From an optimization exercise on the open Yosys and OpenROAD flow, aimed at small area and a short achievable clock period; shortcuts taken in it are not production practice. Where RTL was checked, it was by simulation tests only, not by an equivalence proof against the original. Power figures rest on the tool's default switching activity, not on a simulated workload.

==> v6 <==
Design mul32, start of the top module:
module mul32 (
    input  logic        clk,
    input  logic        rst,
    input  logic        in_valid,
    input  logic [31:0] a,
    input  logic [31:0] b,
    output logic        out_valid,
    output logic [31:0] hi,
    output logic [31:0] lo
);
    logic bo0;
    logic bt0;
    logic bn0;
    logic bo1;
    logic bt1;
    logic bn1;
    logic bo2;
    logic bt2;
    logic bn2;
    logic bo3;
    logic bt3;
    logic bn3;
    logic bo4;
    logic bt4;
    logic bn4;
    logic bo5;
    logic bt5;
    logic bn5;
    logic bo6;
    logic bt6;
    logic bn6;
    logic bo7;
    logic bt7;
    logic bn7;
    logic bo8;
    logic bt8;
    logic bn8;
    logic bo9;
    logic bt9;
    logic bn9;
    logic bo10;
    logic bt10;
    logic bn10;
    logic bo11;
    logic bt11;
    logic bn11;
    logic bo12;
    logic bt12;
    logic bn12;
    logic bo13;
    logic bt13;
    logic bn13;
    logic bo14;
    logic bt14;
    logic bn14;
    logic bo15;
    logic bt15;
    logic bn15;
    logic pp0_0;
    logic pp0_1;
    logic pp0_2;
    logic pp0_3;
    logic pp0_4;
    logic pp0_5;
    logic pp0_6;
    logic pp0_7;
    logic pp0_8;
    logic pp0_9;
    logic pp0_10;
    logic pp0_11;
    logic pp0_12;
    logic pp0_13;
    logic pp0_14;
    logic pp0_15;
    logic pp0_16;
    logic pp0_17;
    logic pp0_18;
    logic pp0_19;
    logic pp0_20;
    logic pp0_21;
    logic pp0_22;
    logic pp0_23;
    logic pp0_24;
    logic pp0_25;
    logic pp0_26;
    logic pp0_27;
    logic pp0_28;
    logic pp0_29;
    logic pp0_30;
    logic pp0_31;
    logic pp0_32;
    logic ns0;
    logic pp1_0;
    logic pp1_1;
    logic pp1_2;
    logic pp1_3;
    logic pp1_4;
    logic pp1_5;
    logic pp1_6;
    logic pp1_7;
    logic pp1_8;
    logic pp1_9;
    logic pp1_10;
    logic pp1_11;
    logic pp1_12;
    logic pp1_13;
    logic pp1_14;
    logic pp1_15;
    logic pp1_16;
    logic pp1_17;
    logic pp1_18;
    logic pp1_19;
    logic pp1_20;
    logic pp1_21;
    logic pp1_22;
  ...
export LEC_CHECK = 0
export CAP_MARGIN = 20
export CORE_MARGIN = 2
export CORE_UTILIZATION = 45
export PLACE_DENSITY = 0.6
export SETUP_SLACK_MARGIN = 2.0
export SLEW_MARGIN = 20
create_clock -name core_clock -period 5.0 [get_ports {clk}]
run.sh (not shown) runs the stock make flow with config.mk's settings and CLKGATE_MAP_FILE= SYNTH_SCRIPT=/design/flow/synth_recipe.tcl, a recipe that flattens the netlist after the stock synthesis.
==> inputs of v17, as changes to v6 <==
--- a/flow/config.mk
+++ b/flow/config.mk
@@ -9,5 +9,4 @@
 export CORE_MARGIN = 2
 export CORE_UTILIZATION = 45
 export PLACE_DENSITY = 0.6
-export SETUP_SLACK_MARGIN = 2.0
 export SLEW_MARGIN = 20
==> out/results.tsv <==
stage	metric	value	unit
power	PwrDens	732	nW/um^2
sta	Worst slew margin	20.7	%
setup_path	WP depth	7	
cells_and_area	Non-clk bufs	248	
detailed_routing	met2 wire length	49.5	mm
cells_and_area	comb_multi_in	2121	
outcome	run status	timing/DRC/antenna clean	
placement	DP Area	39500	um^2
cts	clock transition at the registers of the reported paths	0.07	ns
placement	DP Wirelength	73.3	mm
setup_path	CP Data Required Time	5.49	ns
setup_path	flop-to-flop setup slack	2.00	ns
power	Logic pwr share	56.5	%
cells_and_area	Seq. cell area	11800	um^2
power	Comb. pwr	17.7	mW
# the run above: v6

==> out/results.tsv <==
stage	metric	value	unit
outcome	run status	timing/DRC/antenna clean	
sta	Tcrit/Tclk final	68.8	%
min_path	worst hold path type	flip-flop to flip-flop	
cts	clock transition at the registers of the reported paths	0.06	ns
detailed_routing	met2 wire length	46.4	mm
setup_path	CP Data Required Time	5.48	ns
placement	DP Area	39500	um^2
cells_and_area	Seq. cell area	11800	um^2
setup_path	Critical R2R Launch	r1_b9	
power	Comb. pwr	17.5	mW
cells_and_area	comb_multi_in	2116	
power	Logic pwr share	56.1	%
placement	DP Wirelength	73.2	mm
power	PwrDens	746	nW/um^2
setup_path	Critical Path, Cell by Cell	nand2_1 -> o21ai_4 -> buf_4 -> a22oi_1 -> xnor2_1 -> fa_1 -> inv_1 -> fa_1	
cts	CTS root buffer	clkbuf_16	
sta	Worst slew margin	21.6	%
setup_path	flop-to-flop setup slack	1.56	ns
# the run above: v17

No run of this note included a check of the RTL's function; only the layout flow was run.

==> inputs of job 4367 <==
Another version of the RTL of mul32 (not shown whole).
// mul32
module mul32 (
    input  logic        clk,
    input  logic        rst,
    input  logic        in_valid,
    input  logic [31:0] a,
    input  logic [31:0] b,
    output logic        out_valid,
    output logic [31:0] hi,
    output logic [31:0] lo
);
Settings: LEC_CHECK=0, CAP_MARGIN=20, CORE_MARGIN=2, CORE_UTILIZATION=45, PLACE_DENSITY=0.6, SETUP_SLACK_MARGIN=2.4, SLEW_MARGIN=20; clock period 5.0 ns.
standard.sh (not shown) runs the stock make flow with config.mk's settings and CLKGATE_MAP_FILE= SYNTH_SCRIPT=/design/flow/synth_recipe.tcl, a recipe that flattens the netlist after the stock synthesis.
==> flow/flow/run.sh <==
#!/bin/bash
# Standard ORFS layout, with one netlist pass between synthesis and floorplan:
# invopt.py removes inverters between full-adder cells (a full adder is
# self-dual, so a cell can take complemented inputs and give complemented
# outputs). nleq.py compares the two netlists on random vectors; if they differ,
# the standard netlist is used unchanged.
set -uo pipefail
R=orfs/results/sky130hd/mul32/base
bash standard.sh synth > synth.log 2>&1 || exit 1
cp $R/1_2_yosys.v $R/1_2_yosys_std.v
if python3 flow/invopt.py $R/1_2_yosys_std.v $R/1_2_yosys_opt.v > invopt.log 2>&1 &&
   python3 flow/nleq.py $R/1_2_yosys_std.v $R/1_2_yosys_opt.v > nleq.log 2>&1 &&
   grep -q "mismatches 0 " nleq.log; then
  cp $R/1_2_yosys_opt.v $R/1_2_yosys.v
  rm -f $R/1_synth.odb $R/1_synth.sdc
  bash standard.sh synth > synth2.log 2>&1 || exit 1
else
  echo "invopt not used" >> invopt.log
fi
bash standard.sh > finish.log 2>&1
Other scripts of this flow, unchanged in this note and not shown: flow/flow/invopt.py, flow/flow/nleq.py
==> job 7892 (differences from job 4367) <==
- SETUP_SLACK_MARGIN: 2.4 -> 2.0
==> run notes <==
* Outcome: timing/DRC/antenna clean
* Number of buffers created by CTS at 66
* Post-cts resize count at 52
* Nets at 3801
* Pre-CTS setup slack at 1.40 ns
* RSZ-0062 raised after global routing: no
* Routed WL per cell at 26.3 µm
Source of the figures above: job 7892

==> run notes <==
* Post-cts resize count at 170
* Multi-input logic area at 0.0235 mm²
* Nets at 4069
* Slew headroom at 23.4%
* RSZ-0062 raised after global routing: yes
* Top power group: combinational cells
* Crit path buf inv count at 0
* Number of buffers created by CTS at 68
* Pre-CTS setup slack at 1.32 ns
* Outcome: timing/DRC/antenna clean
Source of the figures above: job 4367

Function was not checked in any run of this note: the RTL went through the layout flow alone.

==> run Y <==
Another version of the RTL of mul32 (not shown whole).
export LEC_CHECK = 0
export ABC_CLOCK_PERIOD_IN_PS = 2000
export CAP_MARGIN = 20
export CORE_MARGIN = 2
export CORE_UTILIZATION = 45
export PLACE_DENSITY = 0.6
export SETUP_SLACK_MARGIN = 2.25
export SLEW_MARGIN = 20
create_clock -name core_clock -period 5.0 [get_ports {clk}]
==> flow/flow/run.sh <==
#!/bin/bash
# Standard ORFS layout, with one netlist pass between synthesis and floorplan:
# invopt.py removes inverters between full-adder cells (a full adder is
# self-dual, so a cell can take complemented inputs and give complemented
# outputs). nleq.py compares the two netlists on random vectors; if they differ,
# the standard netlist is used unchanged.
set -uo pipefail
R=orfs/results/sky130hd/mul32/base
bash standard.sh synth > synth.log 2>&1 || exit 1
cp $R/1_2_yosys.v $R/1_2_yosys_std.v
if python3 flow/invopt.py $R/1_2_yosys_std.v $R/1_2_yosys_opt.v > invopt.log 2>&1 &&
   python3 flow/nleq.py $R/1_2_yosys_std.v $R/1_2_yosys_opt.v > nleq.log 2>&1 &&
   grep -q "mismatches 0 " nleq.log; then
  cp $R/1_2_yosys_opt.v $R/1_2_yosys.v
  rm -f $R/1_synth.odb $R/1_synth.sdc
  bash standard.sh synth > synth2.log 2>&1 || exit 1
else
  echo "invopt not used" >> invopt.log
fi
# port buffers: a plain buf_2 on every input and output port instead of the
# delay buffer buffer_ports picks by default
export BUFFER_PORTS_ARGS="-buffer_cell sky130_fd_sc_hd__buf_2"
bash standard.sh > finish.log 2>&1
Other scripts of this flow, unchanged in this note and not shown: flow/flow/invopt.py, flow/flow/nleq.py
==> run D (differences from run Y) <==
--- a/flow/flow/run.sh
+++ b/flow/flow/run.sh
@@ -17,7 +17,4 @@
 else
   echo "invopt not used" >> invopt.log
 fi
-# port buffers: a plain buf_2 on every input and output port instead of the
-# delay buffer buffer_ports picks by default
-export BUFFER_PORTS_ARGS="-buffer_cell sky130_fd_sc_hd__buf_2"
 bash standard.sh > finish.log 2>&1
==> flow/config.mk (replaced) <==
export PLATFORM = sky130hd
export DESIGN_NAME = mul32
export DESIGN_NICKNAME = mul32
export VERILOG_FILES = /design/flow/design.v
export SDC_FILE = /design/flow/constraint.sdc
export NUM_CORES = 4
export LEC_CHECK = 0
export CAP_MARGIN = 20
export CORE_MARGIN = 2
export CORE_UTILIZATION = 45
export PLACE_DENSITY = 0.6
export SETUP_SLACK_MARGIN = 2.4
export SLEW_MARGIN = 20
==> run H (differences from run Y) <==
==> flow/config.mk (replaced) <==
export PLATFORM = sky130hd
export DESIGN_NAME = mul32
export DESIGN_NICKNAME = mul32
export VERILOG_FILES = /design/flow/design.v
export SDC_FILE = /design/flow/constraint.sdc
export NUM_CORES = 4
export LEC_CHECK = 0
export CAP_MARGIN = 20
export CORE_MARGIN = 2
export CORE_UTILIZATION = 60
export CTS_CLUSTER_DIAMETER = 100
export CTS_CLUSTER_SIZE = 20
export PLACE_DENSITY = 0.72
export SETUP_SLACK_MARGIN = 2.3
export SLEW_MARGIN = 60
==> notes <==
In sequential power, run H and run Y hardly differ. Of run D and run Y, run D has the higher register-to-register slack (gap 0.11 ns). In synthesized cell count, run D and run Y do not differ. The lowest core utilization belongs to run Y, the highest to run H. Total power, lowest first: run H, run Y, run D. Worst hold slack: run D is lower than run Y (0.0020 ns). Of run H and run Y, run Y has the higher die area (gap 25%, measured against run Y). Final cell count, highest first: run D, run Y, run H. Fmax, lowest first: run Y, run H, run D. Combinational power: run D is larger than run H (about 3%).
==> figures <==
	run Y	run H	run D
Data arrival, critical path	3.27 ns	3.25 ns	3.17 ns
CP max stage delay	0.98 ns	0.34 ns	0.82 ns
Cells resized by post-CTS repair	20	19	57
Clock-cell share of area	0.0638	0.0293	0.0621
Clock latency reported for the late side of the worst-skew pair	0.64 ns	0.62 ns	0.64 ns
Multi-input logic area	21400 um^2	21500 um^2	21500 um^2
Power spent charging and discharging nets	11.6 mW	11.2 mW	11.9 mW
Share of layout cells above drive strength 1	0.113	0.132	0.105
Routed len/inst	25.6 um	26.5 um	25.4 um
Final Cycle Share	0.553	0.544	0.531
Met2 GRT Util	0.402	0.499	0.404
Height of the chip	291 um	252 um	291 um
Register-to-register path setup slack	2.23 ns	2.28 ns	2.34 ns
Status	timing/DRC/antenna clean	timing/DRC/antenna clean	timing/DRC/antenna clean
Area of all placed cells without fillers	40500 um^2	38800 um^2	41800 um^2
Minimum clock period after layout	2.77 ns	2.72 ns	2.66 ns
Count of inserted tapcells	1070	790	1070
Routed vias	23.8k	24.0k	24.0k
Cell Count Post-Placement	4071	3785	4074
Maximum number of pins on one net before global-route repair	33	22	33
Number of global-route vias before repair	25.4k	25.2k	25.1k

[what the ideal ports hide]
The results above use ideal ports. As a check the final layouts listed here were re-extracted and re-timed, cells and wires unchanged.
Step 1: set_driving_cell puts a clkbuf_16 on clk and a buf_2 on each other input, an assumption about the parent block.
Step 2 times the ports against the registers' clock, not the clock port: input delays grow and output delays shrink by t, the midpoint of the rising clock arrivals with the driver on.
Three values: ideal, step 1, step 2; two values: the first two.
run	shift t [ns]	slack for setup (ns)	worst hold slack (ns)	latest minus earliest clock arrival (ns)	pins driven straight from the clock port
v6	0.685	1.997 / 1.997 / 1.997	0.325 / 0.325 / 0.325	0.034 / 0.034	1
v17	0.683	1.562 / 1.562 / 1.562	0.323 / 0.323 / 0.323	0.030 / 0.030	1
job 4367	0.690	2.141 / 2.141 / 2.141	0.322 / 0.322 / 0.322	0.037 / 0.037	1
job 7892	0.676	2.027 / 2.027 / 2.027	0.324 / 0.324 / 0.324	0.038 / 0.039	1
run Y	0.680	2.233 / 2.233 / 2.233	0.325 / 0.325 / 0.325	0.038 / 0.037	1
run D	0.692	2.343 / 2.343 / 2.343	0.323 / 0.323 / 0.323	0.031 / 0.031	1
run H	0.658	2.280 / 2.280 / 2.280	0.329 / 0.329 / 0.329	0.045 / 0.046	1
After both steps setup and hold are still met in every run listed.
